Background: an optimization exercise with open tools, aiming at small area and a short achievable clock period. Do not read the settings as production practice.
Where RTL was checked, it was by simulation tests only, not by an equivalence proof against the original.
No functional check of the RTL was part of runs 1 and 2.
Power figures rest on the tool's default switching activity, not on a simulated workload.

$ cat design/flow/flow/run.sh
#!/bin/bash
# Standard synthesis, then the standard layout with a tighter setup-repair target (the
# constraints and clock period are unchanged) and a clock tree without dummy loads.
set -euo pipefail
bash standard.sh synth > synth.log 2>&1
bash standard.sh \
  SETUP_SLACK_MARGIN=8.9 \
  CTS_ARGS="-sink_clustering_enable -repair_clock_nets -dont_use_dummy_load -sink_clustering_size 30 -buf_list {sky130_fd_sc_hd__clkbuf_4 sky130_fd_sc_hd__clkbuf_8}" \
  finish > layout.log 2>&1
$ cat design/flow/constraint.sdc
create_clock -name core_clock -period 13.0 [get_ports {clk}]
set_input_delay 2.6000 -clock core_clock [delete_from_list [all_inputs] [get_ports {clk}]]
set_output_delay 2.6000 -clock core_clock [all_outputs]
set_load 0.01 [all_outputs]
$ cat design/flow/config.mk
export PLATFORM = sky130hd
export DESIGN_NAME = lif_tdm_scheduler
export DESIGN_NICKNAME = lif_tdm_scheduler
export VERILOG_FILES = /design/flow/design.v
export SDC_FILE = /design/flow/constraint.sdc
export NUM_CORES = 4
export LEC_CHECK = 0
export CAP_MARGIN = 20
export CORE_MARGIN = 2
export CORE_UTILIZATION = 40
export PLACE_DENSITY = 0.5
export SLEW_MARGIN = 20
$ cat design/flow/standard.sh
#!/bin/bash
# synth_recipe.tcl (not shown) runs the flow's synth.tcl, then flattens the netlist and writes it again
# the make line also repeats each setting of config.mk as NAME=value (left out here)
make -C /OpenROAD-flow-scripts/flow DESIGN_CONFIG=/design/flow/config.mk WORK_HOME=/design/flow/orfs CLKGATE_MAP_FILE= SYNTH_SCRIPT=/design/flow/synth_recipe.tcl "${@:-finish}"
$ cat design/flow/design.v
module lif_add #(
    parameter int W = 16
) (
    input  logic [W-1:0] a,
    input  logic [W-1:0] b,
    input  logic         cin,
    output logic [W-1:0] s
);
    logic [W-1:0] p0;
    logic [W-1:0] g [0:$clog2(W)];
    logic [W-1:0] p [0:$clog2(W)];
    always_comb begin
        p0   = a ^ b;
        g[0] = a & b;
        p[0] = p0;
        g[0][0] = (a[0] & b[0]) | (p0[0] & cin);
        for (int l = 0; l < $clog2(W); l++) begin
            for (int i = 0; i < W; i++) begin
                if (i >= (1 << l)) begin
                    g[l+1][i] = g[l][i] | (p[l][i] & g[l][i-(1<<l)]);
                    p[l+1][i] = p[l][i] & p[l][i-(1<<l)];
                end else begin
                    g[l+1][i] = g[l][i];
                    p[l+1][i] = p[l][i];
                end
            end
        end
        s[0] = p0[0] ^ cin;
        for (int i = 1; i < W; i++)
            s[i] = p0[i] ^ g[$clog2(W)][i-1];
    end
endmodule
module lif_sat17 (
    input  logic [16:0] x,
    output logic [15:0] y
);
    assign y = (x[16:15] == 2'b01) ? 16'h7fff : (x[16:15] == 2'b10) ? 16'h8000 : x[15:0];
endmodule
module lif_leak (
    input  logic [15:0] v,
    output logic [15:0] l
);
    logic [27:0] t1, t2, t3, cs_s, cs_c, m;
    logic [27:0] ve;
    always_comb begin
        ve = {{12{v[15]}}, v};
        t1 = (ve << 12);
        t2 = ~(ve << 7);
        t3 = ~(ve << 5);
        cs_s = t1 ^ t2 ^ t3;
        cs_c = (((t1 & t2) | (t1 & t3) | (t2 & t3)) << 1) | 28'd1;
    end
    logic [27:0] t4, cs2_s, cs2_c;
    always_comb begin
        t4 = ~(ve << 2);
        cs2_s = cs_s ^ cs_c ^ t4;
        cs2_c = (((cs_s & cs_c) | (cs_s & t4) | (cs_c & t4)) << 1) | 28'd1;
    end
    lif_add #(.W(28)) u_add (.a(cs2_s), .b(cs2_c), .cin(1'b1), .s(m));
    assign l = (v == 16'h7fff || v == 16'h7ffe) ? v : m[27:12];
endmodule
module lif_update_core (
    input  logic signed [15:0] lh,
    input  logic               lbig,     
    input  logic               rz,       
    input  logic [16:0]        s,        
    input  logic signed [15:0] h,
    input  logic signed [15:0] pd,
    input  logic               hit,
    output logic               fire,
    output logic [16:0]        s_v,      
    output logic signed [15:0] h_add     
);
    logic [16:0] s_hp;
    lif_add #(.W(17)) u_hp (.a({h[15], h}), .b({pd[15], pd}), .cin(1'b0), .s(s_hp));
    logic ovp, ovn;
    assign ovp = (s_hp[16:15] == 2'b01);
    assign ovn = (s_hp[16:15] == 2'b10);
    lif_sat17 u_sat_hp (.x(s_hp), .y(h_add));
    logic [17:0] s3;
    lif_add #(.W(18)) u_s3 (.a({s[16], s}), .b({{2{pd[15]}}, pd}), .cin(1'b0), .s(s3));
    logic [16:0] s_sp, s_sn;
    lif_add #(.W(17)) u_sp (.a({1'b0, ~lh[15], lh[14:0]}), .b(17'h1ffff), .cin(1'b0), .s(s_sp));
    assign s_sn = {1'b1, ~lh[15], lh[14:0]};
    logic fire_h, fire_p;
    assign fire_h = !s[16] && (s[15:12] != 4'd0);
    assign fire_p = ovp ? lbig : ovn ? 1'b0 : (!s3[17] && (s3[16:12] != 5'd0));
    assign fire   = rz && (hit ? fire_p : fire_h);
    assign s_v = !hit ? s : ovp ? s_sp : ovn ? s_sn : s3[16:0];
endmodule
module lif_tdm_scheduler #(
    parameter int N_NEURONS = 32,
    parameter int IDX_W     = $clog2(N_NEURONS)
) (
    input  logic                clk,
    input  logic                rst_n,
    input  logic                tick_in,
    input  logic                i_wr_en,
    input  logic [IDX_W-1:0]    i_wr_idx,
    input  logic signed [15:0]  i_wr_data,
    output logic                busy,
    output logic                done,
    output logic                tick_overrun,
    output logic                spk_valid,
    output logic [IDX_W-1:0]    spk_idx,
    input  logic                spk_ready
);
    localparam int N = N_NEURONS;
    localparam logic [IDX_W-1:0] LAST_IDX = N - 1;
    logic [IDX_W-1:0]   idx;           
    logic               swept;         
    logic signed [15:0] lh;
    logic               rz, r1, lbig;
    logic signed [15:0] l1;
    logic               rz1, r11;
    logic [16:0]        s;
    logic signed [15:0] h;
    logic               pv;            
    logic [IDX_W-1:0]   pidx;
    logic [N-1:0]       psel;          
    logic signed [15:0] pd;
    logic               phit, phit1, phit2;   
    logic               pfwd;          
    logic signed [15:0] h1;            
    logic               h1w;           
    logic signed [15:0] h1_eff, h1_add;
    logic [16:0]        s_h1;
    logic               wv;            
    logic [IDX_W-1:0]   widx;
    logic signed [15:0] wd;
    logic               cq;            
    logic [16:0]        ring_wb;
    logic [1:0]         ring_wc;       
    logic [15:0]        ring   [N-1];
    logic signed [15:0] acc    [N];
    logic [N-1:0]       acc_ok;
    logic               fire, stall, commit, last;
    logic [16:0]        s_v;
    logic signed [15:0] h_add;
    assign last = (idx == LAST_IDX);
    lif_update_core u_core (
        .lh    (lh),
        .lbig  (lbig),
        .rz    (rz),
        .s     (s),
        .h     (h),
        .pd    (pd),
        .hit   (phit),
        .fire  (fire),
        .s_v   (s_v),
        .h_add (h_add)
    );
    assign stall  = fire && spk_valid && !spk_ready;
    assign commit = busy && !stall;
    always_ff @(posedge clk or negedge rst_n) begin
        if (!rst_n) begin
            busy         <= 1'b0;
            done         <= 1'b0;
            tick_overrun <= 1'b0;
            spk_valid    <= 1'b0;
            spk_idx      <= '0;
            idx          <= '0;
            swept        <= 1'b0;
            cq           <= 1'b0;
        end else begin
            done <= 1'b0;
            cq   <= commit;
            if (tick_in && (busy || done))
                tick_overrun <= 1'b1;
            if (spk_valid && spk_ready)
                spk_valid <= 1'b0;
            if (!busy && !done && tick_in)
                busy <= 1'b1;
            if (commit) begin
                idx <= idx + 1'b1;
                if (fire) begin
                    spk_valid <= 1'b1;
                    spk_idx   <= idx;
                end
                if (last) begin
                    busy  <= 1'b0;
                    done  <= 1'b1;
                    swept <= 1'b1;
                end
            end
        end
    end
    logic [IDX_W-1:0]   idx1, idx2, idx3;
    logic signed [15:0] a_p, a_2, a_pf, a_2f, acc_add;
    logic [16:0]        s_ap;
    assign idx1 = idx + 1'b1;
    assign idx2 = idx + 2'd2;
    assign idx3 = idx + 2'd3;
    always_comb begin
        a_p = '0;
        for (int k = 0; k < N; k++)
            a_p = a_p | ((psel[k] && acc_ok[k]) ? acc[k] : 16'sd0);
    end
    assign a_2  = acc_ok[idx2] ? acc[idx2] : 16'sd0;
    assign a_pf = a_p | (pfwd ? wd : 16'sd0);    
    assign a_2f = (wv && widx == idx2) ? wd : a_2;
    assign h1_eff = h1w ? wd : h1;
    lif_add #(.W(17)) u_h1 (.a({h1_eff[15], h1_eff}), .b({pd[15], pd}), .cin(1'b0), .s(s_h1));
    lif_sat17 u_sat_h1 (.x(s_h1), .y(h1_add));
    lif_add #(.W(17)) u_ap (.a({a_pf[15], a_pf}), .b({pd[15], pd}), .cin(1'b0), .s(s_ap));
    lif_sat17 u_sat_ap (.x(s_ap), .y(acc_add));
    logic [15:0]        nx;
    logic               nx_ok, nx_code, nx_r1;
    logic signed [15:0] lh_n, h_n;
    logic [16:0]        s_n;
    logic               e0, e1, e2, e3, fwd_n;
    assign nx_ok   = swept || (idx >= LAST_IDX - 1'b1);
    assign nx      = cq ? ring[2] : ring[1];
    assign nx_code = nx_ok && (nx == 16'h7fff || nx == 16'h7ffe);
    assign nx_r1   = nx_ok && (nx == 16'h7fff);
    assign lh_n    = l1;
    assign h_n     = phit1 ? h1_add : h1_eff;
    logic [16:0] sa, sp1;
    logic [17:0] sb_s, sb_c, sb;
    logic        ovp1, ovn1;
    lif_add #(.W(17)) u_sa (.a({lh_n[15], lh_n}), .b({h1_eff[15], h1_eff}), .cin(1'b0), .s(sa));
    assign sb_s = {{2{lh_n[15]}}, lh_n} ^ {{2{h1_eff[15]}}, h1_eff} ^ {{2{pd[15]}}, pd};
    assign sb_c = (({{2{lh_n[15]}}, lh_n} & {{2{h1_eff[15]}}, h1_eff}) |
                   ({{2{lh_n[15]}}, lh_n} & {{2{pd[15]}}, pd}) |
                   ({{2{h1_eff[15]}}, h1_eff} & {{2{pd[15]}}, pd})) << 1;
    lif_add #(.W(18)) u_sb (.a(sb_s), .b(sb_c), .cin(1'b0), .s(sb));
    lif_add #(.W(17)) u_sp1 (.a({1'b0, ~lh_n[15], lh_n[14:0]}), .b(17'h1ffff), .cin(1'b0), .s(sp1));
    assign ovp1 = (s_h1[16:15] == 2'b01);
    assign ovn1 = (s_h1[16:15] == 2'b10);
    assign s_n  = !phit1 ? sa : ovp1 ? sp1 : ovn1 ? {1'b1, ~lh_n[15], lh_n[14:0]} : sb[16:0];
    assign e0 = i_wr_en && (i_wr_idx == idx);
    assign e1 = i_wr_en && (i_wr_idx == idx1);
    assign e2 = i_wr_en && (i_wr_idx == idx2);
    assign e3 = i_wr_en && (i_wr_idx == idx3);
    assign fwd_n = pv && !phit && (i_wr_idx == pidx);
    always_ff @(posedge clk or negedge rst_n) begin
        if (!rst_n) begin
            lh    <= '0;
            rz    <= 1'b1;
            lbig  <= 1'b1;
            s     <= '0;
            r1    <= 1'b0;
            l1    <= '0;
            rz1   <= 1'b1;
            r11   <= 1'b0;
            h     <= '0;
            pv    <= 1'b0;
            phit  <= 1'b0;
            phit1 <= 1'b0;
            wv    <= 1'b0;
            pfwd  <= 1'b0;
            h1    <= '0;
            h1w   <= 1'b0;
            phit2 <= 1'b0;
        end else begin
            pfwd  <= i_wr_en && fwd_n;
            phit2 <= commit ? e3 : e2;
            h1w   <= commit ? phit2 : phit1;
            h1    <= commit ? a_2f : h1_eff;
            pv    <= i_wr_en;
            phit  <= commit ? e1 : e0;
            phit1 <= commit ? e2 : e1;
            wv    <= pv && !phit;
            if (commit) begin
                lh   <= lh_n;
                lbig <= (lh_n >= -16'sd28671);
                rz   <= rz1;
                r1   <= r11;
                l1   <= (nx_ok && !nx_code) ? nx : 16'sd0;
                rz1  <= !nx_code;
                r11  <= nx_r1;
                h    <= h_n;
                s    <= s_n;
            end else if (phit) begin
                h    <= h_add;
                s    <= s_v;
            end
        end
    end
    always_ff @(posedge clk) begin
        pidx <= i_wr_idx;
        pd   <= i_wr_data;
        for (int k = 0; k < N; k++)
            psel[k] <= (i_wr_idx == k) && !fwd_n;
        widx <= pidx;
        wd   <= acc_add;
    end
    logic [15:0] ring_v, ring_l;
    assign ring_v = (ring_wc == 2'd1) ? 16'h7fff :
                    (ring_wc == 2'd2) ? 16'h0000 :
                    (ring_wc == 2'd3) ? 16'h7ffe :
                    (ring_wb[16:15] == 2'b10) ? 16'h8000 : ring_wb[15:0];
    lif_leak u_leak (.v(ring[N-2]), .l(ring_l));
    always_ff @(posedge clk) begin
        ring_wb <= s_v;
        ring_wc <= !rz ? (r1 ? 2'd2 : 2'd1) : fire ? 2'd3 : 2'd0;
        if (cq) begin
            for (int k = 0; k < N - 3; k++)
                ring[k] <= ring[k+1];
            ring[N-3] <= ring_l;
            ring[N-2] <= ring_v;
        end
    end
    always_ff @(posedge clk) begin
        for (int k = 0; k < N; k++)
            if (wv && widx == k)
                acc[k] <= wd;
    end
    always_ff @(posedge clk or negedge rst_n) begin
        if (!rst_n)
            acc_ok <= '0;
        else
            for (int k = 0; k < N; k++)
                if (idx == k)
                    acc_ok[k] <= 1'b0;
                else if (wv && widx == k)
                    acc_ok[k] <= 1'b1;
    end
endmodule
==> summary.md, run 1 <==
| Metric | Value |
|---|---|
| Vias after detailed routing | `39100` |
| Die height | `approximately 370 microns` |
| Worst Hold Class | `flip-flop to flip-flop` |
| CTS Buffer Depth | `3` |
| Leak | `roughly 0.023 uW` |
| Crit Path Max Fanout | `5` |
| Antenna violations before repair | `8` |
| Drt wl/cell | `between 30 and 40 microns` |
| Via/cell ratio | `around 6.5` |
| First-pass GRT wire length | `around 280 mm` |
| Worst Skew | `approximately 0.081 ns` |
| Slowest CP cell | `ha_1` |
| #FFs+latches synth | `around 1200` |
| Leading cell type in the layout, fill and taps excluded | `edfxtp_1` |
| CP startpoint kind | `flip-flop` |
| GRT Total Usage | `roughly 29%` |
| Main synth FF type | `edfxtp_1` |
| Number of enable flip-flop cells after synthesis | `976` |
| Sequential share of the synthesized area | `about 65%` |
| Area share of the largest cell type after synthesis | `a little over half` |
| Multi-input gate area | `~0.019 sq mm` |
| Final worst hold slack | `~0.36 ns` |
| Post-Syn Area | `0.0539 sq mm` |
| Post-Syn Area per Cell | `13.8 sq um` |
| Die width | `around 370 microns` |
| CTS root buf | `clkbuf_8` |
| Final setup viols | `0` |
| Fin nets | `between 4000 and 5000` |
| Fill cells | `11800` |
| CTS sink cnt | `about 1200` |
| Setup WS pre-CTS | `7.34 ns` |
| DR DRC count | `0` |
| Commonest cells after routing, fill and taps aside | `976 x edfxtp_1, 228 x nor2_1, 225 x a22oi_1` |
| Rel. slew slack | `about 16%` |
| Core outline area | `~0.13 sq mm` |
| Maximum vdd drop | `approximately 0.29 mV` |
| Num CTS Buffers | `206` |
| Pwr per Cell Area | `284 mW/mm^2` |
| Pin count of the biggest net entering global routing | `roughly 90` |
| Top post-synthesis cells by area | `edfxtp_1 54%, dfrtp_1 6.4%, dfxtp_1 4.0%` |
| Synth-to-Final Area Change | `16.5%` |
| Net Count, Synth | `4130` |
| Number of placed I/O pins | `35` |
| Worst-Margin Slew | `1.26 ns` |
| Die ar. | `roughly 0.14 sq mm` |
| Outcome | `finished clean` |
| Post-synth ARST share | `11.5%` |
| Final WS setup | `8.73 ns` |
| Row cnt | `between 100 and 150` |
| MaxCap Viol Count | `0` |
| WL final | `204 mm` |
| FF+latch area | `about 0.035 sq mm` |
| GRT overflow | `0` |
| Dpl hpwl | `roughly 120 mm` |
| Clock slew at reported path FFs | `0.05 ns` |
| Distinct cells, synth | `~90` |
| CP Cell Sequence | `and2_4, buf_12, bufbuf_16, a22o_1, a221oi_1, nand3_1, nor4_2, nand2_1, ha_1, nand2_1, nor2_1, a221o_1, o41ai_4, xnor2_2, buf_12, nor2_4, buf_6, a21oi_2` |
| CTS tree | `built` |
| Warnings, synthesis | `15` |
| WS Path Type | `flip-flop to flip-flop` |
| Vias in the first global route | `36800` |
| CP arrival | `between 5 and 6 ns` |
| Final Hold Fails | `0` |
| Fin crit share | `32.8%` |
| Slowest stage delay, CP | `between 0.4 and 0.5 ns` |
| Final Max Tran Viols | `0` |
| RSZ-0062 raised after global routing | `true` |
| Antenna viol nets, final | `0` |
| Clock Latency Late Sink | `~0.95 ns` |
| Share of layout cells above drive strength 1 | `between 20 and 25%` |
| CP delay by family, top | `simple AND/OR/NAND/NOR gates` |
| Max H-tree Level | `4` |
| Initial DRC count | `around 6500` |
| Post-route minimum period | `4.27 ns` |
| Starting Density | `between 40% and 50%` |
| RD Place Congestion | `0.921` |
| WP buf/inv | `4` |
| Fmax | `about 0.23 GHz` |
| Post-route cell area | `roughly 0.063 sq mm` |
| Core Util, Final | `47.1%` |
| Largest area contributor in the netlist | `edfxtp_1` |
| Placed cell area | `approximately 0.057 sq mm` |
| TritonRoute pass-1 iters | `10` |
| Crit end category | `flip-flop` |
| I/O Buffers | `34` |
| CP required | `roughly 14 ns` |
| Post-synthesis cell count | `about 3900` |
| Setup TNS | `0 ns` |
-- per-stage QoR --
| stage | std cells | power, uW |
|---|---|---|
| floorplan | 3908 | 11500 |
| global placement | 5645 | 13900 |
| detailed placement | 5649 | 13900 |
| CTS | 5944 | 17300 |
| global route | 6003 | 18800 |
| finish | 6009 | 17900 |
-- final cells by class --
cell class	instances	area share [%]
antenna	7	0.0279
clock buffer	206	4.51
inverter	112	0.685
multi-input combinational	2382	30.4
sequential	1226	55.8
tap	1768	3.52
timing repair buffer	308	5.06
-- power by group --
part | switching, uW | internal (uW)
logic | 5180 | 3320
clock network | 1420 | 1380
registers | 527 | 6040
-- logic make-up (layout without fill, tap and decap cells) --
group / after synthesis / count (layout) / share of synthesized area [%]
multiplexers: 162 / 163 / 3.43
flip-flops: 1226 / 1226 / 64.9
other: 0 / 7 / 0
AND/OR/NAND/NOR: 823 / 825 / 7.49
AO/OA/AOI/OAI: 1069 / 1069 / 14.6
adder cells (fa/ha/maj): 208 / 208 / 5.41
XOR/XNOR: 117 / 117 / 1.90
buffers and inverters: 303 / 626 / 2.28
-- synth_stat cells, types with 20 or more instances --
| cell type | number |
|---|---|
| a211oi_1 | 20 |
| a21o_1 | 48 |
| a21oi_1 | 160 |
| a221oi_1 | 125 |
| a222oi_1 | 33 |
| a22o_1 | 120 |
| a22oi_1 | 227 |
| a31oi_1 | 21 |
| and2_1 | 36 |
| clkbuf_1 | 170 |
| dfrtp_1 | 138 |
| dfxtp_1 | 109 |
| edfxtp_1 | 976 |
| fa_1 | 46 |
| ha_1 | 150 |
| inv_1 | 111 |
| mux2_2 | 78 |
| mux2i_1 | 67 |
| nand2_1 | 146 |
| nand2b_1 | 31 |
| nand3_1 | 98 |
| nand4_1 | 60 |
| nor2_1 | 260 |
| nor2b_1 | 28 |
| nor3_1 | 55 |
| nor4_1 | 24 |
| o21a_1 | 32 |
| o21ai_0 | 122 |
| o31ai_1 | 26 |
| xnor2_1 | 67 |
| xor2_1 | 50 |
-- path summary, 6_finish.rpt --
| check | start | to | slack, ns | cells past startpoint |
|---|---|---|---|---|
| worst max-delay path | acc_ok[20]$_DFFE_PN0P_ | wd[2]$_SDFF_PN1_ | 8.73 | 18 |
| worst min-delay path | pidx[0]$_DFF_P_ | widx[0]$_DFF_P_ | 0.36 | 0 |
| worst max register to register | acc_ok[20]$_DFFE_PN0P_ | wd[2]$_SDFF_PN1_ | 8.73 | 18 |
| worst min register to register | pidx[0]$_DFF_P_ | widx[0]$_DFF_P_ | 0.36 | 0 |
| max in group asynchronous | rst_n | busy$_DFF_PN0_ | 9.97 | 2 |
| min in group asynchronous | rst_n | acc_ok[9]$_DFFE_PN0P_ | 1.63 | 1 |
-- worst reg2reg max path: stages, from the launching register on --
cell and delay (ns):
dfrtp_1 0.37, and2_4 0.18, buf_12 0.14, bufbuf_16 0.28
a22o_1 0.27, a221oi_1 0.26, nand3_1 0.16, nor4_2 0.32
nand2_1 0.28, ha_1 0.43, nand2_1 0.11, nor2_1 0.04
a221o_1 0.37, o41ai_4 0.27, xnor2_2 0.16, buf_12 0.17
nor2_4 0.20, buf_6 0.15, a21oi_2 0.03
-- per-layer routing --
| layer | global-route usage (%) | vias to the layer above | routed length, microns | part of all wire (%) |
|---|---|---|---|---|
| met5 | 0.804 | - | 170 | 0.083 |
| met4 | 12.9 | 12 | 11100 | 5.4 |
| met3 | 12.3 | 753 | 29000 | 14 |
| met2 | 39.3 | 2964 | 81100 | 40 |
| met1 | 39.6 | 19400 | 82300 | 40 |
| li1 | - | 16000 | - | - |
-- state kept, by name, indices dropped and copies added (netlist names), 2 cells and up --
| name | cells |
|---|---|
| l1 | 16 |
| h | 16 |
| s | 17 |
| wd | 16 |
| acc_ok | 32 |
| lh | 16 |
| idx | 5 |
| ring | 480 |
| pidx | 5 |
| pd | 16 |
| ring_wc | 2 |
| acc | 512 |
| widx | 5 |
| spk_idx | 5 |
| ring_wb | 17 |
| psel | 32 |
| h1 | 16 |
-- timing repair --
action                     in CTS  in global routing
setup endpoints to repair     148                153
setup buffers                  82                 47
resized for setup             286                123
hold buffers                    0                  0
cloned                          7                  8
pin swaps                      63                 71
==> inputs of run 2 (changes only) <==
--- a/design/flow/flow/run.sh
+++ b/design/flow/flow/run.sh
@@ -4,6 +4,6 @@
 set -euo pipefail
 bash standard.sh synth > synth.log 2>&1
 bash standard.sh \
-  SETUP_SLACK_MARGIN=8.9 \
+  SETUP_SLACK_MARGIN=8.9 TNS_END_PERCENT=0 \
   CTS_ARGS="-sink_clustering_enable -repair_clock_nets -dont_use_dummy_load -sink_clustering_size 30 -buf_list {sky130_fd_sc_hd__clkbuf_4 sky130_fd_sc_hd__clkbuf_8}" \
   finish > layout.log 2>&1
==> summary.md, run 2 <==
| Metric | Value |
|---|---|
| Maximum vdd drop | `approximately 0.19 mV` |
| Post-Syn Area per Cell | `approximately 14 sq um` |
| Num CTS Buffers | `208` |
| Core outline area | `between 0.1 and 0.15 sq mm` |
| Post-synth ARST share | `between 10% and 20%` |
| Largest area contributor in the netlist | `edfxtp_1` |
| WL final | `about 200 mm` |
| Crit end category | `flip-flop` |
| Top cell by count, worst path | `a21oi_2` |
| Antenna violations before repair | `10` |
| Number of placed I/O pins | `35` |
| Post-Syn Area | `0.0539 sq mm` |
| Top post-synthesis cells by area | `edfxtp_1 54%, dfrtp_1 6.4%, dfxtp_1 4.0%` |
| Slowest CP cell | `dfrtp_1` |
| CP Cell Sequence | `and2_2, buf_8, a22o_1, a221oi_2, nand3_1, nor4_4, nand2_2, ha_4, inv_2, fa_2, nor2b_2, o21ai_2, a21boi_1, o211ai_1, a21oi_2, o31a_1, o31ai_4, a31oi_4, nor2_4, buf_6, a21oi_2` |
| CTS tree | `built` |
| Fmax | `0.225 GHz` |
| CP delay by family, top | `compound AO/OA/AOI/OAI gates` |
| Clock Latency Late Sink | `approximately 0.93 ns` |
| Distinct cells, synth | `89` |
| Post-synthesis cell count | `~3900` |
| Fraction of power spent switching nets | `about 40%` |
| Post-route minimum period | `4.44 ns` |
| CTS Buffer Depth | `3` |
| Crit Path Max Fanout | `16` |
| Crit path to | `wd[1]$_SDFF_PN1_` |
| Setup TNS | `0 ns` |
| RSZ-0062 raised after global routing | `true` |
| Clock group share of total power | `between 15 and 20%` |
| First-pass GRT wire length | `around 270 mm` |
| I/O Buffers | `34` |
| Regs by FF count | `acc x512, ring x480` |
| Vias in the first global route | `36200` |
| Warnings, synthesis | `15` |
| Final WS setup | `approximately 8.6 ns` |
| Drt wl/cell | `between 30 and 40 microns` |
| Leak | `roughly 0.022 uW` |
| MaxCap Viol Count | `0` |
| Outcome | `finished clean` |
| Die width | `roughly 370 microns` |
| Via/cell ratio | `about 6.5` |
| CTS Hold Bufs | `0` |
| Max reg flops | `512` |
| Final Max Tran Viols | `0` |
| Worst Hold Class | `flip-flop to flip-flop` |
| Dpl hpwl | `~120 mm` |
| Largest reg by FF count | `acc` |
| Clock slew at reported path FFs | `roughly 0.060 ns` |
| Row cnt | `approximately 130` |
| Initial DRC count | `approximately 6700` |
| Combinational Power Share | `45.3%` |
| Commonest cells after routing, fill and taps aside | `976 x edfxtp_1, 232 x nor2_1, 227 x a22oi_1` |
| Net Count, Synth | `4130` |
| Worst Skew | `roughly 0.10 ns` |
| WP buf/inv | `3` |
| Setup WS pre-CTS | `6.85 ns` |
| Leading cell type in the layout, fill and taps excluded | `edfxtp_1` |
| Share of layout cells above drive strength 1 | `between 10% and 20%` |
| #FFs+latches synth | `1226` |
| Number of enable flip-flop cells after synthesis | `between 900 and 1000` |
| GRT overflow | `0` |
| Max H-tree Level | `4` |
| CP startpoint | `acc_ok[31]$_DFFE_PN0P_` |
| Pwr per Cell Area | `281 mW/mm^2` |
| Core Util, Final | `a little under half` |
| Pin count of the biggest net entering global routing | `between 70 and 80` |
| Final Hold Fails | `0` |
| DR DRC count | `0` |
| Worst-Margin Slew | `~1.2 ns` |
| Fin nets | `approximately 4400` |
| CP required | `13.73 ns` |
| Most common cell in the netlist | `edfxtp_1` |
| Main synth FF type | `edfxtp_1` |
| Top post-synthesis cells by count | `976 x edfxtp_1, 260 x nor2_1, 227 x a22oi_1` |
| Psw | `6900 uW` |
| Area share of the largest cell type after synthesis | `54.3%` |
| CTS sink cnt | `approximately 1200` |
| Synth-to-Final Area Change | `13.5%` |
| Pint | `approximately 10000 uW` |
| TritonRoute pass-1 iters | `9` |
| Sequential share of the synthesized area | `64.9%` |
| R2R Setup Slk | `roughly 8.6 ns` |
| Fin crit share | `between 30 and 40%` |
| RD Place Congestion | `slightly above 0.9` |
| CP startpoint kind | `flip-flop` |
| Worst r2r dst | `wd[1]$_SDFF_PN1_` |
| GRT Total Usage | `between 20% and 30%` |
| Slowest stage delay, CP | `between 0.3 and 0.4 ns` |
| Antenna viol nets, final | `0` |
| CP Depth | `21` |
| Die ar. | `between 0.1 and 0.15 sq mm` |
| Sequential share of power | `38.5%` |
| Worst r2r src | `acc_ok[31]$_DFFE_PN0P_` |
| CP arrival | `between 5 and 6 ns` |
| WS Path Type | `flip-flop to flip-flop` |
| Die height | `371 microns` |
| Rel. slew slack | `a little under a fifth` |
| Reg2reg path depth | `21` |
| CTS root buf | `clkbuf_8` |
| Vias after detailed routing | `38200` |
| Starting Density | `approximately two fifths` |
| Final setup viols | `0` |
-- run 2: cell types whose count changed in the layout (fill, tap and decap cells not counted), moves of 13 or more --
cell	before	now
buf_4	205	138
buf_12	32	13
o21ai_0	95	113
a21oi_1	138	151
ha_1	131	144
o21ai_1	21	8
-- run 2: cell type report --
cell class | instances | area, sq um
well taps | 1768 | 2210
multi-input cells | 2380 | 18500
diodes | 9 | 22.5
clock buffers | 208 | 2860
repair buffers | 214 | 2120
inverters | 112 | 422
flip-flops and latches | 1226 | 35100
fillers | 11800 | 72400
-- run 2: through the flow --
step	area [sq um]	total power, uW	hold slack [ns]	std cells
after global placement	57000	13900	0.355	5647
after CTS	61100	17100	0.307	5907
final	61200	17200	0.333	5917
after detailed placement	57100	13900	0.361	5652
after global routing	61200	18100	0.327	5913
after floorplan	54000	11400	0.349	3908
-- run 2: worst register-to-register path, cell delays in order (launching register included) --
cell and delay [ns]:
dfrtp_1 0.39, and2_2 0.21, buf_8 0.20, a22o_1 0.26
a221oi_2 0.21, nand3_1 0.17, nor4_4 0.29, nand2_2 0.20
ha_4 0.23, inv_2 0.05, fa_2 0.21, nor2b_2 0.05
o21ai_2 0.13, a21boi_1 0.09, o211ai_1 0.24, a21oi_2 0.10
o31a_1 0.35, o31ai_4 0.25, a31oi_4 0.20, nor2_4 0.27
buf_6 0.14, a21oi_2 0.03
-- run 2: power by group through the flow --
stage                     combinational (uW)  sequential (uW)  clock [uW]
after floorplan                         4740             6710           0
final                                   7790             6620        2800
after CTS                               7640             6630        2870
after detailed placement                7250             6700           0
after global routing                    8380             6740        3020
after global placement                  7260             6670           0
-- run 2: timing repair --
action                     4_1_cts  5_1_grt
cloned                           4        0
gates resized for setup        184       13
pin swaps                       39       16
setup endpoints to repair      168      180
setup buffers                   43        0
-- run 2: how the worst min path moves through the flow --
stage,from,to,slack [ns],depth (start not counted)
floorplan,pidx[0]$_DFF_P_,widx[0]$_DFF_P_,0.35,0
global placement,pidx[3]$_DFF_P_,widx[3]$_DFF_P_,0.36,0
detailed placement,pidx[3]$_DFF_P_,widx[3]$_DFF_P_,0.36,0
CTS,ring[23][0]$_DFFE_PP_,ring[22][0]$_DFFE_PP_,0.31,0
global route,ring[23][0]$_DFFE_PP_,ring[22][0]$_DFFE_PP_,0.33,0
finish,ring[23][0]$_DFFE_PP_,ring[22][0]$_DFFE_PP_,0.33,0
-- run 2: layer usage --
layer  wire [microns]  part of all wire (%)  track usage, %
met1            81800                    41            40.0
met5               99                 0.050           0.280
met3            27900                    14            11.1
met2            78200                    39            38.1
met4            10300                   5.2            12.9
-- run 2: kinds of logic after synthesis --
kind of cell / synth area share, %
xor+xnor: 1.90
buf+inv: 2.28
fa+ha+maj: 5.41
flops: 64.9
mux: 3.43
compound gates: 14.6
simple gates: 7.49
==> inputs of run 3 (changes only) <==
--- a/design/flow/design.v
+++ b/design/flow/design.v
@@ -131,9 +131,9 @@
     logic               cq;            
     logic [16:0]        ring_wb;
     logic [1:0]         ring_wc;       
-    logic [15:0]        ring   [N-1];
+    logic [15:0]        ring   [N-2];
     logic signed [15:0] acc    [N];
-    logic [N-1:0]       acc_ok;
+    logic [N-1:0]       acc_ok, acc_ok_n;
     logic               fire, stall, commit, last;
     logic [16:0]        s_v;
     logic signed [15:0] h_add;
@@ -194,7 +194,7 @@
     always_comb begin
         a_p = '0;
         for (int k = 0; k < N; k++)
-            a_p = a_p | ((psel[k] && acc_ok[k]) ? acc[k] : 16'sd0);
+            a_p = a_p | (psel[k] ? acc[k] : 16'sd0);
     end
     assign a_2  = acc_ok[idx2] ? acc[idx2] : 16'sd0;
     assign a_pf = a_p | (pfwd ? wd : 16'sd0);    
@@ -210,7 +210,7 @@
     logic [16:0]        s_n;
     logic               e0, e1, e2, e3, fwd_n;
     assign nx_ok   = swept || (idx >= LAST_IDX - 1'b1);
-    assign nx      = cq ? ring[2] : ring[1];
+    assign nx      = cq ? ring[1] : ring[0];
     assign nx_code = nx_ok && (nx == 16'h7fff || nx == 16'h7ffe);
     assign nx_r1   = nx_ok && (nx == 16'h7fff);
     assign lh_n    = l1;
@@ -281,7 +281,7 @@
         pidx <= i_wr_idx;
         pd   <= i_wr_data;
         for (int k = 0; k < N; k++)
-            psel[k] <= (i_wr_idx == k) && !fwd_n;
+            psel[k] <= (i_wr_idx == k) && !fwd_n && acc_ok_n[k];
         widx <= pidx;
         wd   <= acc_add;
     end
@@ -290,15 +290,15 @@
                     (ring_wc == 2'd2) ? 16'h0000 :
                     (ring_wc == 2'd3) ? 16'h7ffe :
                     (ring_wb[16:15] == 2'b10) ? 16'h8000 : ring_wb[15:0];
-    lif_leak u_leak (.v(ring[N-2]), .l(ring_l));
+    lif_leak u_leak (.v(ring[N-3]), .l(ring_l));
     always_ff @(posedge clk) begin
         ring_wb <= s_v;
         ring_wc <= !rz ? (r1 ? 2'd2 : 2'd1) : fire ? 2'd3 : 2'd0;
         if (cq) begin
-            for (int k = 0; k < N - 3; k++)
+            for (int k = 0; k < N - 4; k++)
                 ring[k] <= ring[k+1];
-            ring[N-3] <= ring_l;
-            ring[N-2] <= ring_v;
+            ring[N-4] <= ring_l;
+            ring[N-3] <= ring_v;
         end
     end
     always_ff @(posedge clk) begin
@@ -306,14 +306,14 @@
             if (wv && widx == k)
                 acc[k] <= wd;
     end
+    always_comb begin
+        for (int k = 0; k < N; k++)
+            acc_ok_n[k] = (idx != k) && ((wv && widx == k) || acc_ok[k]);
+    end
     always_ff @(posedge clk or negedge rst_n) begin
         if (!rst_n)
             acc_ok <= '0;
         else
-            for (int k = 0; k < N; k++)
-                if (idx == k)
-                    acc_ok[k] <= 1'b0;
-                else if (wv && widx == k)
-                    acc_ok[k] <= 1'b1;
+            acc_ok <= acc_ok_n;
     end
 endmodule
--- a/design/flow/flow/run.sh
+++ b/design/flow/flow/run.sh
@@ -4,6 +4,6 @@
 set -euo pipefail
 bash standard.sh synth > synth.log 2>&1
 bash standard.sh \
-  SETUP_SLACK_MARGIN=8.9 TNS_END_PERCENT=0 \
+  SETUP_SLACK_MARGIN=8.9 \
   CTS_ARGS="-sink_clustering_enable -repair_clock_nets -dont_use_dummy_load -sink_clustering_size 30 -buf_list {sky130_fd_sc_hd__clkbuf_4 sky130_fd_sc_hd__clkbuf_8}" \
   finish > layout.log 2>&1
--- a/design/flow/config.mk
+++ b/design/flow/config.mk
@@ -7,6 +7,6 @@
 export LEC_CHECK = 0
 export CAP_MARGIN = 20
 export CORE_MARGIN = 2
-export CORE_UTILIZATION = 40
-export PLACE_DENSITY = 0.5
+export CORE_UTILIZATION = 55
+export PLACE_DENSITY = 0.65
 export SLEW_MARGIN = 20
==> summary.md, run 3 <==
| Metric | Value |
|---|---|
| Outcome | `finished clean` |
| Drt wl/cell | `around 34 microns` |
| CP startpoint kind | `primary input` |
| Setup TNS | `0 ns` |
| Clock slew at reported path FFs | `0.06 ns` |
| Share of layout cells above drive strength 1 | `roughly 16%` |
| WS Path Type | `primary input to flip-flop` |
| Post-route minimum period | `4.17 ns` |
| Commonest cells after routing, fill and taps aside | `976 x edfxtp_1, 208 x nand2_1, 196 x a22oi_1` |
| Worst-Margin Slew | `1.28 ns` |
| I/O Buffers | `34` |
| Core outline area | `0.0969 sq mm` |
| Starting Density | `about 56%` |
| Maximum vdd drop | `just under 0.4 mV` |
| CP delay by family, top | `simple AND/OR/NAND/NOR gates` |
| Sequential share of the synthesized area | `65.1%` |
| Vias after detailed routing | `approximately 39000` |
| Worst Hold Class | `flip-flop to flip-flop` |
| Leading cell type in the layout, fill and taps excluded | `edfxtp_1` |
| Post-synth ARST share | `between 10% and 20%` |
| WL final | `approximately 180 mm` |
| Slowest stage delay, CP | `0.89 ns` |
| Via/cell ratio | `7.23` |
| Top post-synthesis cells by area | `edfxtp_1 54%, dfrtp_1 6.4%, dfxtp_1 4.1%` |
| Final WS setup | `between 8 and 9 ns` |
| Max H-tree Level | `4` |
| CP Cell Sequence | `clkdlybuf4s50_1, xor2_1, nor4_1, and3_1, nor3_1, and3_1` |
| Largest reg by FF count | `acc` |
| Gr busiest metal | `met1` |
| Top post-synthesis cells by count | `976 x edfxtp_1, 218 x nand2_1, 196 x a22oi_1` |
| GRT Total Usage | `~36%` |
| Reg2reg path depth | `12` |
| Post-Syn Area per Cell | `13.8 sq um` |
| Fin nets | `about 4300` |
| Row cnt | `approximately 110` |
| Post-route cell area | `between 0.06 and 0.07 sq mm` |
| Pwr per Cell Area | `285 mW/mm^2` |
| Most common cell in the netlist | `edfxtp_1` |
| Regs by FF count | `acc x512, ring x480` |
| Worst r2r src | `idx[1]$_DFFE_PN0P_` |
| Rel. slew slack | `between 10 and 15%` |
| Post-synthesis cell count | `roughly 4000` |
| CTS root buf | `clkbuf_8` |
| Met1 usage | `49.8%` |
| First-pass GRT wire length | `~250 mm` |
| Min-delay src | `ring[8][14]$_DFFE_PP_` |
| Leak | `about 0.022 uW` |
| Num CTS Buffers | `189` |
| Number of enable flip-flop cells after synthesis | `around 1000` |
| Final setup viols | `0` |
| Worst Skew | `0.116 ns` |
| Antenna violations before repair | `7` |
| GRT met2 Usage | `a little under half` |
| Top cell by count, worst path | `and3_1` |
| DR DRC count | `0` |
| Warnings, synthesis | `15` |
| Worst hold stages | `0` |
| Core Util, Final | `62.2%` |
| Pin count of the biggest net entering global routing | `about 160` |
| Largest area contributor in the netlist | `edfxtp_1` |
| CTS Buffer Depth | `3` |
| CTS Hold Bufs | `0` |
| Crit end category | `flip-flop` |
| Design Power | `17100 uW` |
| RSZ-0062 raised after global routing | `true` |
| Vias in the first global route | `~36000` |
| Number of placed I/O pins | `35` |
| Max reg flops | `~510` |
| TritonRoute pass-1 iters | `22` |
| Final Hold Fails | `0` |
| Fin crit share | `roughly 32%` |
| WP buf/inv | `1` |
| Placed cell area | `around 0.056 sq mm` |
| CP required | `13.75 ns` |
| Die width | `around 320 microns` |
| Initial DRC count | `7534` |
| Fmax | `between 0.2 and 0.25 GHz` |
| MaxCap Viol Count | `0` |
| Crit Path Max Fanout | `11` |
| Antenna viol nets, final | `0` |
| Worst r2r dst | `h1[6]$_DFF_PN0_` |
| GRT overflow | `0` |
| CP startpoint | `i_wr_idx[1]` |
| CTS tree | `built` |
| Synth-to-Final Area Change | `12.0%` |
| Net Count, Synth | `4128` |
| Dpl hpwl | `between 100 and 150 mm` |
| Main synth FF type | `edfxtp_1` |
| CP arrival | `between 4 and 5 ns` |
| #FFs+latches synth | `~1200` |
| Die height | `around 320 microns` |
| Slowest CP cell | `clkdlybuf4s50_1` |
| Setup WS pre-CTS | `~7.5 ns` |
| Final Max Tran Viols | `0` |
| Distinct cells, synth | `approximately 120` |
| Met3 GRT Util | `approximately a fifth` |
| Die ar. | `roughly 0.10 sq mm` |
| RD Place Congestion | `about 1` |
| Fill cells | `7309` |
| R2R Setup Slk | `between 8 and 9 ns` |
| Post-Syn Area | `0.0538 sq mm` |
| Clock Latency Late Sink | `just over 0.9 ns` |
| Worst Hold Endpoint | `ring[7][14]$_DFFE_PP_` |
| Area share of the largest cell type after synthesis | `54.5%` |
| CTS sink cnt | `1226` |
## run 3: layout make-up
class                      count  area, sq um  area share [%]
sequential                  1226        35100            58.2
multi-input combinational   2345        18400            30.6
clock buffer                 189         2600            4.32
timing repair buffer         228         2120            3.52
tap                         1276         1600            2.65
inverter                     104          407           0.675
timing repair inverter         4         32.5          0.0540
antenna                        6         15.0          0.0249
## run 3: stage by stage
step	instances	hold WS, ns
final	5378	0.345
after CTS	5323	0.349
after floorplan	3909	0.349
after global routing	5375	0.368
after global placement	5099	0.354
after detailed placement	5099	0.356
## run 3: logic make-up (layout without fill, tap and decap cells)
kind of cell | after synthesis | after routing | share of synthesized area [%]
compound gates | 1121 | 1121 | 15.7
xor+xnor | 127 | 127 | 2.08
fa+ha+maj | 199 | 199 | 5.24
buf+inv | 339 | 525 | 2.59
flops | 1226 | 1226 | 65.1
mux | 66 | 67 | 1.52
other cells | 0 | 6 | 0
simple gates | 831 | 831 | 7.78
## run 3: where the power goes
part	internal [uW]	switching (uW)	total [uW]
clock network	1270	1330	2600
registers	6030	566	6590
logic	3040	4910	7940
## run 3: repair_timing
action	in CTS	in global routing
pin swaps	20	46
buffers inserted	32	35
resized for setup	132	118
gates cloned	3	4
endpoints found under the hold margin	0	0
endpoints found under the setup margin	230	118
## run 3: worst reg2reg max path: stages (launching register included)
cell and delay, ns:
dfrtp_4 0.60, ha_2 0.31, nor2b_1 0.21, a21oi_4 0.11, o22ai_4 0.36, and3_4 0.63
nor3_1 0.11, and4_1 0.40, nand2_1 0.14, buf_4 0.37, nand4_1 0.19, o221ai_2 0.38
a31oi_1 0.16
## run 3: worst max-delay path by stage
stage | endpoint | cells after the start
after floorplan | l1[0]$_DFFE_PN0P_ | 8
after global placement | s[3]$_DFFE_PN0P_ | 8
after detailed placement | s[3]$_DFFE_PN0P_ | 8
after global routing | wd[9]$_SDFF_PN1_ | 20
after CTS | s[4]$_DFFE_PN0P_ | 14
final | psel[12]$_DFF_P_ | 6
## run 3: per-layer routing
| layer | wire length [microns] | share of wire [%] | vias up |
|---|---|---|---|
| met5 | 227 | 0.12 | - |
| met4 | 11600 | 6.3 | 12 |
| met3 | 32900 | 18 | 887 |
| met2 | 69200 | 38 | 3524 |
| met1 | 68600 | 38 | 18800 |
| li1 | - | - | 15700 |
==> inputs of run 4 (changes only) <==
--- a/design/flow/flow/run.sh
+++ b/design/flow/flow/run.sh
@@ -4,6 +4,6 @@
 set -euo pipefail
 bash standard.sh synth > synth.log 2>&1
 bash standard.sh \
-  SETUP_SLACK_MARGIN=8.9 \
+  SETUP_SLACK_MARGIN=8.7 \
   CTS_ARGS="-sink_clustering_enable -repair_clock_nets -dont_use_dummy_load -sink_clustering_size 30 -buf_list {sky130_fd_sc_hd__clkbuf_4 sky130_fd_sc_hd__clkbuf_8}" \
   finish > layout.log 2>&1
--- a/design/flow/config.mk
+++ b/design/flow/config.mk
@@ -7,6 +7,6 @@
 export LEC_CHECK = 0
 export CAP_MARGIN = 20
 export CORE_MARGIN = 2
-export CORE_UTILIZATION = 55
-export PLACE_DENSITY = 0.65
+export CORE_UTILIZATION = 40
+export PLACE_DENSITY = 0.5
 export SLEW_MARGIN = 20
==> summary.md, run 4 <==
| Metric | Value |
|---|---|
| Initial DRC count | `approximately 6000` |
| Outcome | `finished clean` |
| Die height | `approximately 370 microns` |
| Final setup viols | `0` |
| Die ar. | `~0.14 sq mm` |
| Final worst hold slack | `~0.35 ns` |
| Core outline area | `approximately 0.13 sq mm` |
| Vias after detailed routing | `38100` |
| Mux share of post-synthesis cell area | `1.52%` |
| Post-synthesis cell count | `3909` |
| Drt wl/cell | `34.8 microns` |
| Num CTS Buffers | `about 200` |
| CP delay by family, top | `simple AND/OR/NAND/NOR gates` |
| Clock Latency Late Sink | `a little over 0.9 ns` |
| Clock slew at reported path FFs | `0.06 ns` |
| Crit Path Max Fanout | `18` |
| Post-route cell area | `0.0603 sq mm` |
| Antenna viol nets, final | `0` |
| Sequential share of the synthesized area | `around two thirds` |
| Pwr per Cell Area | `~290 mW/mm^2` |
| CP required | `13.73 ns` |
| Top post-synthesis cells by area | `edfxtp_1 54%, dfrtp_1 6.4%, dfxtp_1 4.1%` |
| Number of placed I/O pins | `35` |
| RSZ-0062 raised after global routing | `true` |
| Starting Density | `approximately two fifths` |
| Via/cell ratio | `about 6.5` |
| Main synth FF type | `edfxtp_1` |
| Fraction of power spent switching nets | `between 40 and 50%` |
| Post-synthesis xor/xnor area fraction | `2.08%` |
| I/O Buffers | `34` |
| Fin nets | `4288` |
| CP arrival | `between 5 and 6 ns` |
| Max reg flops | `around 510` |
| First-pass GRT wire length | `between 200 and 300 mm` |
| Number of enable flip-flop cells after synthesis | `976` |
| WL final | `around 200 mm` |
| Synth Area in Adders | `between 5 and 6%` |
| Maximum vdd drop | `~0.3 mV` |
| Pin count of the biggest net entering global routing | `around 200` |
| Dpl hpwl | `around 120 mm` |
| WS Path Type | `flip-flop to flip-flop` |
| Slowest CP cell | `nor4b_1` |
| Largest area contributor in the netlist | `edfxtp_1` |
| Final Hold Fails | `0` |
| Simple-gate area share of the yosys netlist | `7.78%` |
| CTS tree | `built` |
| Pint | `between 10000 and 15000 uW` |
| CTS root buf | `clkbuf_8` |
| Post-Syn Area per Cell | `approximately 14 sq um` |
| Fill cells | `~12000` |
| Synth-to-Final Area Change | `12.1%` |
| GRT Total Usage | `between 20 and 30%` |
| Post-Layout Cell Count | `5841` |
| Net Count, Synth | `4128` |
| Placed cell area | `0.0565 sq mm` |
| Largest reg by FF count | `acc` |
| Top post-synthesis cells by count | `976 x edfxtp_1, 218 x nand2_1, 196 x a22oi_1` |
| CTS sink cnt | `between 1000 and 1500` |
| Share of layout cells above drive strength 1 | `roughly 15%` |
| Fmax | `around 0.23 GHz` |
| Crit end category | `flip-flop` |
| Worst Skew | `between 0.1 and 0.15 ns` |
| Worst-Margin Slew | `1.21 ns` |
| CP Cell Sequence | `ha_1, nor2b_1, a21oi_4, o22ai_2, and3_4, nor4_1, and4_1, nand3_1, nor4b_1, o211ai_1, o21a_1` |
| Core Util, Final | `a little under half` |
| Synth Area in Compound Gates | `15.7%` |
| Area share of the largest cell type after synthesis | `54.5%` |
| Clock group share of total power | `between 10% and 20%` |
| Distinct cells, synth | `~120` |
| #FFs+latches synth | `about 1200` |
| DR DRC count | `0` |
| Leak | `roughly 0.022 uW` |
| Placed cells | `between 5000 and 6000` |
| CTS Buffer Depth | `3` |
| Antenna violations before repair | `4` |
| WP buf/inv | `0` |
| Row cnt | `134` |
| Post-synth ARST share | `between 10% and 20%` |
| Fin crit share | `roughly a third` |
| Die width | `between 300 and 400 microns` |
| Worst Hold Class | `flip-flop to flip-flop` |
| Commonest cells after routing, fill and taps aside | `976 x edfxtp_1, 210 x nand2_1, 201 x clkbuf_8` |
| Most common cell in the netlist | `edfxtp_1` |
| Slowest stage delay, CP | `approximately 0.73 ns` |
| Post-Syn Area | `0.0538 sq mm` |
| Vias in the first global route | `~37000` |
| Final Max Tran Viols | `0` |
| Post-route minimum period | `approximately 4.3 ns` |
| RD Place Congestion | `between 0.9 and 1` |
| Warnings, synthesis | `15` |
| Sequential share of power | `around two fifths` |
| Setup TNS | `0 ns` |
| TritonRoute pass-1 iters | `11` |
| Regs by FF count | `acc x512, ring x480` |
| Max H-tree Level | `4` |
| Rel. slew slack | `about a fifth` |
| MaxCap Viol Count | `0` |
| CTS Hold Bufs | `0` |
| Combinational Power Share | `between 40% and 50%` |
| CP startpoint kind | `flip-flop` |
| Leading cell type in the layout, fill and taps excluded | `edfxtp_1` |
| Psw | `approximately 7000 uW` |
| GRT overflow | `0` |
| Main combinational cell family by area after synthesis | `compound AO/OA/AOI/OAI gates` |
[run 4: cell counts after synthesis]
Identical to the previous run, type by type.
[run 4: worst reg2reg max path, delay by kind of cell (launching register included)]
kind / cells / cell delay [ns]
fa+ha+maj: 1 / 0.38
flops: 1 / 0.61
compound gates: 4 / 0.90
simple gates: 6 / 2.22
[run 4: stage by stage]
stage	worst slack (ns)	power, uW
final	8.71	17200
after global routing	8.67	18200
after CTS	8.58	16900
after detailed placement	7.43	13900
after global placement	7.44	13900
after floorplan	7.96	11400
[run 4: final cells by class]
type	count	area [sq um]	area share (%)
tap	1768	2210	3.67
clock buffer	201	2770	4.59
inverter	104	410	0.680
antenna	6	15.0	0.0249
sequential	1226	35100	58.2
timing repair inverter	3	25.0	0.0415
multi-input combinational	2344	18100	29.9
timing repair buffer	189	1720	2.84
[run 4: path summary, 6_finish.rpt]
kind,startpoint,endpoint,slack [ns],depth (start not counted)
max reg2reg,idx[1]$_DFFE_PN0P_,h1[10]$_DFF_PN0_,8.71,11
max in group asynchronous,rst_n,busy$_DFF_PN0_,9.21,3
min,pidx[2]$_DFF_P_,widx[2]$_DFF_P_,0.35,0
max,idx[1]$_DFFE_PN0P_,h1[10]$_DFF_PN0_,8.71,11
min reg2reg,pidx[2]$_DFF_P_,widx[2]$_DFF_P_,0.35,0
min in group asynchronous,rst_n,lh[13]$_DFFE_PN0P_,1.63,1
[run 4: cells by family (layout without fill, tap and decap cells)]
| group | count (synthesis) | after routing |
|---|---|---|
| simple gates | 831 | 831 |
| xor+xnor | 127 | 127 |
| buf+inv | 339 | 497 |
| other cells | 0 | 6 |
| flops | 1226 | 1226 |
| fa+ha+maj | 199 | 199 |
| mux | 66 | 66 |
| compound gates | 1121 | 1121 |
[run 4: power groups by stage]
stage	Combinational (uW)	Sequential, uW	Clock, uW
after floorplan	4710	6690	0
after global placement	7210	6690	0
after global routing	8510	6720	2960
final	7860	6610	2740
after detailed placement	7230	6700	0
after CTS	7480	6620	2800
[run 4: timing repair]
action | in CTS | in global routing
setup endpoints to repair | 149 | 111
gates resized for setup | 84 | 82
pin swaps | 7 | 21
gates cloned | 1 | 4
buffers inserted | 12 | 33
[run 4: metal layers]
metal  routed length, microns  global-route usage [%]  part of all wire [%]
met1                    77700                    37.2                    38
met2                    88200                    43.5                    43
met3                    24500                    9.99                    12
met4                    12600                    14.0                   6.2
met5                       59                       0                 0.029
==> inputs of run 5 (changes only) <==
--- a/design/flow/flow/run.sh
+++ b/design/flow/flow/run.sh
@@ -4,6 +4,6 @@
 set -euo pipefail
 bash standard.sh synth > synth.log 2>&1
 bash standard.sh \
-  SETUP_SLACK_MARGIN=8.7 \
+  SETUP_SLACK_MARGIN=9.05 \
   CTS_ARGS="-sink_clustering_enable -repair_clock_nets -dont_use_dummy_load -sink_clustering_size 30 -buf_list {sky130_fd_sc_hd__clkbuf_4 sky130_fd_sc_hd__clkbuf_8}" \
   finish > layout.log 2>&1
==> summary.md, run 5 <==
| Metric | Value |
|---|---|
| Outcome | `finished clean` |
| Drt wl/cell | `33.9 microns` |
| Dpl hpwl | `117 mm` |
| Fmax | `between 0.2 and 0.25 GHz` |
| Antenna viol nets, final | `0` |
| Gr busiest metal | `met2` |
| Die width | `371 microns` |
| Placed cell area | `about 0.057 sq mm` |
| Slowest CP cell | `dfrtp_1` |
| I/O Buffers | `34` |
| Post-synthesis cell count | `approximately 3900` |
| Share of layout cells above drive strength 1 | `20.9%` |
| CTS sink cnt | `1226` |
| RD Place Congestion | `0.893` |
| Final setup viols | `0` |
| Post-Syn Area | `0.0538 sq mm` |
| CP Cell Sequence | `buf_2` |
| Post-synth ARST share | `between 10% and 20%` |
| Leak | `~0.023 uW` |
| Antenna violations before repair | `10` |
| WS Path Type | `flip-flop to output pin` |
| Rel. slew slack | `between 20% and 30%` |
| Number of enable flip-flop cells after synthesis | `between 900 and 1000` |
| CTS Hold Bufs | `0` |
| Num CTS Buffers | `~200` |
| Pin count of the biggest net entering global routing | `170` |
| Slowest stage delay, CP | `around 0.4 ns` |
| Leading cell type in the layout, fill and taps excluded | `edfxtp_1` |
| Die ar. | `~0.14 sq mm` |
| Regs by FF count | `acc x512, ring x480` |
| Die height | `371 microns` |
| CP required | `approximately 10 ns` |
| Pwr per Cell Area | `~290 mW/mm^2` |
| Clock slew at reported path FFs | `0.06 ns` |
| Largest reg by FF count | `acc` |
| Post-route minimum period | `between 4 and 5 ns` |
| Main synth FF type | `edfxtp_1` |
| #FFs+latches synth | `1226` |
| Maximum vdd drop | `0.232 mV` |
| Largest area contributor in the netlist | `edfxtp_1` |
| Crit end category | `output pin` |
| CTS tree | `built` |
| Clock Latency Late Sink | `between 0.9 and 1 ns` |
| CTS Buffer Depth | `3` |
| RSZ-0062 raised after global routing | `true` |
| Max H-tree Level | `4` |
| Worst Hold Class | `flip-flop to flip-flop` |
| CP arrival | `roughly 1.5 ns` |
| Top post-synthesis cells by area | `edfxtp_1 54%, dfrtp_1 6.4%, dfxtp_1 4.1%` |
| Distinct cells, synth | `115` |
| GRT met2 Usage | `between 40% and 50%` |
| Final Max Tran Viols | `0` |
| GRT Total Usage | `28.7%` |
| Starting Density | `about two fifths` |
| Final Hold Fails | `0` |
| CP startpoint kind | `flip-flop` |
| Via/cell ratio | `between 6 and 7` |
| Crit Path Max Fanout | `2` |
| Met1 usage | `36.6%` |
| Post-Syn Area per Cell | `13.8 sq um` |
| Top post-synthesis cells by count | `976 x edfxtp_1, 218 x nand2_1, 196 x a22oi_1` |
| Number of placed I/O pins | `35` |
| Vias after detailed routing | `about 38000` |
| Vias in the first global route | `about 37000` |
| Core outline area | `~0.13 sq mm` |
| Warnings, synthesis | `15` |
| Post-route cell area | `around 0.063 sq mm` |
| First-pass GRT wire length | `278 mm` |
| Commonest cells after routing, fill and taps aside | `976 x edfxtp_1, 233 x buf_4, 204 x nand2_1, 204 x clkbuf_8, 194 x a22oi_1` |
| CP Depth | `1` |
| Worst Skew | `between 0.09 and 0.1 ns` |
| Reg2reg path depth | `17` |
| Synth-to-Final Area Change | `16.5%` |
| Row cnt | `134` |
| Initial DRC count | `about 5700` |
| Met3 GRT Util | `just over 9%` |
| GRT overflow | `0` |
| R2R Setup Slk | `slightly below 9 ns` |
| TritonRoute pass-1 iters | `9` |
| Worst hold stages | `0` |
| Area share of the largest cell type after synthesis | `between 50% and 60%` |
| Fin crit share | `~31%` |
| CP delay by family, top | `flip-flops` |
| Worst-Margin Slew | `between 1 and 1.5 ns` |
| Sequential share of the synthesized area | `around 65%` |
| WL final | `202 mm` |
| Net Count, Synth | `~4100` |
| Most common cell in the netlist | `edfxtp_1` |
| CTS root buf | `clkbuf_8` |
| Fin nets | `around 4400` |
| WP buf/inv | `1` |
| Max reg flops | `between 500 and 600` |
| DR DRC count | `0` |
| Setup TNS | `0 ns` |
| Final worst hold slack | `between 0.3 and 0.4 ns` |
| MaxCap Viol Count | `0` |
## run 5: metal layers
layer	wire length [microns]	vias up
li1	-	15900
met3	23000	838
met1	77200	19000
met4	13600	10
met2	88600	2650
met5	68	-
## run 5: path summary, 6_finish.rpt
path                                   startpoint                  to
setup / recovery           spk_idx[0]$_DFFE_PN0P_          spk_idx[0]
hold / removal                    pidx[4]$_DFF_P_     widx[4]$_DFF_P_
setup reg to reg                    h1w$_DFF_PN0_   s[15]$_DFFE_PN0P_
hold reg to reg                   pidx[4]$_DFF_P_     widx[4]$_DFF_P_
max in group asynchronous                   rst_n  idx[1]$_DFFE_PN0P_
min in group asynchronous                   rst_n   l1[6]$_DFFE_PN0P_
## run 5: repair_timing
item	4_1_cts	5_1_grt
gates resized for setup	279	144
pin swaps	62	96
buffers inserted	61	101
endpoints found under the setup margin	155	122
gates cloned	5	6
## run 5: power by group
part / total (uW) / internal (uW) / switching [uW] / leakage, uW
Combinational: 8640 / 3390 / 5260 / 0.00922
Sequential: 6590 / 6030 / 557 / 0.0120
Clock: 2780 / 1370 / 1410 / 0.00147
Total: 18000 / 10800 / 7220 / 0.0227
## run 5: final cells by class
type,instances,area [sq um]
fill,11800,70800
sequential,1226,35100
tap,1768,2210
clock buffer,204,2810
timing repair inverter,2,16.3
inverter,104,424
multi-input combinational,2345,19000
antenna,5,12.5
timing repair buffer,326,3090
## run 5: cells by family (layout without fill, tap and decap cells)
group,Yosys count,in the layout,synth area share [%]
buffers and inverters,339,636,2.59
multiplexers,66,67,1.52
AND/OR/NAND/NOR,831,831,7.78
flip-flops,1226,1226,65.1
other,0,5,0
AO/OA/AOI/OAI,1121,1121,15.7
adder cells (fa/ha/maj),199,199,5.24
XOR/XNOR,127,127,2.08
## run 5: stage by stage
step / util [%] / cells / setup WS [ns] / total power (uW)
after global placement: 42.3 / 5594 / 7.80 / 13800
final: 47.0 / 5980 / 8.93 / 18000
after global routing: 47.0 / 5976 / 8.85 / 19000
after floorplan: - / 3909 / 7.96 / 11400
after CTS: 45.7 / 5866 / 8.84 / 17300
after detailed placement: 42.4 / 5596 / 7.73 / 13800
==> inputs of run 6 (changes only) <==
--- a/design/flow/flow/run.sh
+++ b/design/flow/flow/run.sh
@@ -4,6 +4,6 @@
 set -euo pipefail
 bash standard.sh synth > synth.log 2>&1
 bash standard.sh \
-  SETUP_SLACK_MARGIN=9.05 \
+  SETUP_SLACK_MARGIN=8.9 \
   CTS_ARGS="-sink_clustering_enable -repair_clock_nets -dont_use_dummy_load -sink_clustering_size 30 -buf_list {sky130_fd_sc_hd__clkbuf_4 sky130_fd_sc_hd__clkbuf_8}" \
   finish > layout.log 2>&1
==> summary.md, run 6 <==
| Metric | Value |
|---|---|
| CP arrival | `about 4.8 ns` |
| Most common cell in the netlist | `edfxtp_1` |
| Largest reg by FF count | `acc` |
| Antenna violations before repair | `13` |
| Number of placed I/O pins | `35` |
| Via/cell ratio | `6.48` |
| DR DRC count | `0` |
| I/O Buffers | `34` |
| Die height | `371 microns` |
| First-pass GRT wire length | `about 280 mm` |
| Clock slew at reported path FFs | `0.06 ns` |
| Worst-Margin Slew | `about 1.2 ns` |
| CTS tree | `built` |
| Crit Path Max Fanout | `23` |
| Number of enable flip-flop cells after synthesis | `approximately 1000` |
| Pin count of the biggest net entering global routing | `about 180` |
| Post-route minimum period | `approximately 4.1 ns` |
| RSZ-0062 raised after global routing | `true` |
| #FFs+latches synth | `around 1200` |
| Top post-synthesis cells by area | `edfxtp_1 54%, dfrtp_1 6.4%, dfxtp_1 4.1%` |
| Rel. slew slack | `between 10% and 20%` |
| Main synth FF type | `edfxtp_1` |
| Die ar. | `roughly 0.14 sq mm` |
| Num CTS Buffers | `between 200 and 250` |
| CP startpoint kind | `flip-flop` |
| WL final | `roughly 200 mm` |
| TritonRoute pass-1 iters | `9` |
| GRT Total Usage | `between 20% and 30%` |
| Leak | `~0.022 uW` |
| Fin nets | `roughly 4400` |
| Warnings, synthesis | `15` |
| MaxCap Viol Count | `0` |
| Worst Skew | `between 0.09 and 0.1 ns` |
| Sequential share of the synthesized area | `between 60% and 70%` |
| CTS root buf | `clkbuf_8` |
| Vias in the first global route | `between 30000 and 40000` |
| CP Cell Sequence | `ha_4, and2_4, nor2_1, buf_4, mux4_2, mux2i_1, or2_2, inv_1, buf_4, o41ai_1, buf_4, a31oi_1` |
| Final worst hold slack | `0.360 ns` |
| CP delay by family, top | `multiplexers` |
| Core Util, Final | `between 40% and 50%` |
| Outcome | `finished clean` |
| Maximum vdd drop | `between 0.3 and 0.4 mV` |
| Post-synthesis cell count | `3909` |
| Min-delay src | `pidx[1]$_DFF_P_` |
| Setup WS pre-CTS | `between 7 and 8 ns` |
| Synth-to-Final Area Change | `14.6%` |
| WP buf/inv | `4` |
| Slowest stage delay, CP | `roughly 0.63 ns` |
| Final WS setup | `8.94 ns` |
| CP required | `~14 ns` |
| Regs by FF count | `acc x512, ring x480` |
| Largest area contributor in the netlist | `edfxtp_1` |
| Fmax | `0.246 GHz` |
| Setup TNS | `0 ns` |
| Area share of the largest cell type after synthesis | `a little over half` |
| Antenna viol nets, final | `0` |
| Commonest cells after routing, fill and taps aside | `976 x edfxtp_1, 207 x nand2_1, 202 x clkbuf_8` |
| Fin crit share | `between 30% and 40%` |
| Starting Density | `between 40 and 50%` |
| CTS sink cnt | `about 1200` |
| Top cell by count, worst path | `buf_4` |
| Final setup viols | `0` |
| Die width | `about 370 microns` |
| Post-Syn Area | `between 0.05 and 0.06 sq mm` |
| WS Path Type | `flip-flop to flip-flop` |
| Max H-tree Level | `4` |
| Final Hold Fails | `0` |
| CP startpoint | `idx[2]$_DFFE_PN0P_` |
| RD Place Congestion | `~0.9` |
| Max reg flops | `~510` |
| Clock Latency Late Sink | `0.91 ns` |
| Share of layout cells above drive strength 1 | `a little under a fifth` |
| CTS Hold Bufs | `0` |
| Design Power | `about 18000 uW` |
| Dpl hpwl | `around 120 mm` |
| Core outline area | `between 0.1 and 0.15 sq mm` |
| Net Count, Synth | `4128` |
| Leading cell type in the layout, fill and taps excluded | `edfxtp_1` |
| Distinct cells, synth | `115` |
| GRT overflow | `0` |
| Post-Syn Area per Cell | `between 10 and 15 sq um` |
| Final Max Tran Viols | `0` |
| Vias after detailed routing | `approximately 38000` |
| Crit end category | `flip-flop` |
| Drt wl/cell | `about 34 microns` |
| Slowest CP cell | `dfrtp_4` |
| CTS Buffer Depth | `3` |
| Top post-synthesis cells by count | `976 x edfxtp_1, 218 x nand2_1, 196 x a22oi_1` |
| Row cnt | `between 100 and 150` |
| Post-synth ARST share | `a little under an eighth` |
| Initial DRC count | `5472` |
| Pwr per Cell Area | `294 mW/mm^2` |
| Worst r2r src | `idx[2]$_DFFE_PN0P_` |
| Worst Hold Class | `flip-flop to flip-flop` |
[run 6: cell counts after synthesis]
No cell type changed its count.
[run 6: cells by family (layout without fill, tap and decap cells)]
logic type	Yosys count	in the layout	share of synthesized area, %
adder cells (fa/ha/maj)	199	199	5.24
other	0	8	0
AND/OR/NAND/NOR	831	832	7.78
flip-flops	1226	1226	65.1
multiplexers	66	67	1.52
AO/OA/AOI/OAI	1121	1121	15.7
buffers and inverters	339	564	2.59
XOR/XNOR	127	127	2.08
[run 6: cell type report]
type,instances,area (sq um)
Sequential cell,1226,35200
Multi-Input combinational cell,2346,18700
Fill cell,12000,71800
Tap cell,1768,2210
Antenna cell,8,20.0
Timing Repair Buffer,257,2400
Timing Repair inverter,1,7.51
Inverter,104,407
Clock buffer,202,2780
[run 6: layer usage]
metal,wire length (microns),GRT usage (%),part of all wire [%]
met5,72,0.0350,0.035
met4,14500,17.6,7.1
met3,24900,8.93,12
met2,86800,42.4,43
met1,77300,37.5,38
[run 6: worst paths after layout]
check | slack (ns) | cells after the start | to
min in group asynchronous | 1.63 | 1 | l1[14]$_DFFE_PN0P_
min reg2reg | 0.36 | 0 | widx[1]$_DFF_P_
min | 0.36 | 0 | widx[1]$_DFF_P_
max in group asynchronous | 9.37 | 3 | pfwd$_DFF_PN0_
max reg2reg | 8.94 | 12 | h1[11]$_DFF_PN0_
max | 8.94 | 12 | h1[11]$_DFF_PN0_
[run 6: metrics by stage]
stage / std cells / cell area [sq um]
4_1_cts: 5843 / 60500
6_report: 5912 / 61700
5_1_grt: 5905 / 61700
3_5_place_dp: 5575 / 56400
2_1_floorplan: 3909 / 53800
3_3_place_gp: 5574 / 56400
[run 6: report_power, final]
part,switching (uW),internal [uW]
sequential,571,6030
clock,1390,1360
combinational,5520,3260
total,7480,10600
[run 6: repair_timing]
item,in CTS,in global routing
resized for setup,203,132
endpoints found under the hold margin,0,0
setup buffers,60,57
pin swaps,33,67
cloned,6,3
endpoints found under the setup margin,232,186
[run 6: worst register-to-register path: cells and delay by family, from the launching register on]
| family | cells | cell delay, ns |
|---|---|---|
| mux | 2 | 1.02 |
| simple gates | 3 | 0.84 |
| buf+inv | 4 | 0.84 |
| flops | 1 | 0.63 |
| fa+ha+maj | 1 | 0.28 |
| compound gates | 2 | 0.24 |

-- re-timing with driven ports --
The flow's constraints put no driver on any port. The routed layouts listed below were extracted and timed again, unchanged, in two steps.
Step 1 assumes that a clkbuf_16 drives the clock port and a buf_2 every other input.
Step 2 moves the port delays by t, midway between the first and last clock arrival at a register: inputs arrive t later, outputs are due t later. That takes back most of the time a late clock gives input paths.
a / b / c = no drivers / after step 1 / after step 2; a / b = the first two.
| run | t (ns) | setup slack, ns | cell pins on the clock port's net |
|---|---|---|---|
| run 1 | 0.972 | 8.732 / 8.732 / 8.109 | 1 |
| run 2 | 0.942 | 8.563 / 8.563 / 7.837 | 1 |
| run 3 | 0.916 | 8.825 / 8.859 / 7.947 | 1 |
| run 4 | 0.935 | 8.705 / 8.705 / 8.091 | 1 |
| run 5 | 0.959 | 8.929 / 8.849 / 8.109 | 1 |
| run 6 | 0.936 | 8.941 / 8.902 / 8.192 | 1 |
After both steps setup and hold are still met in every run listed. The setup slack of run 3, which loses most, moves by +0.034 ns with the drivers and by -0.878 ns with both steps.
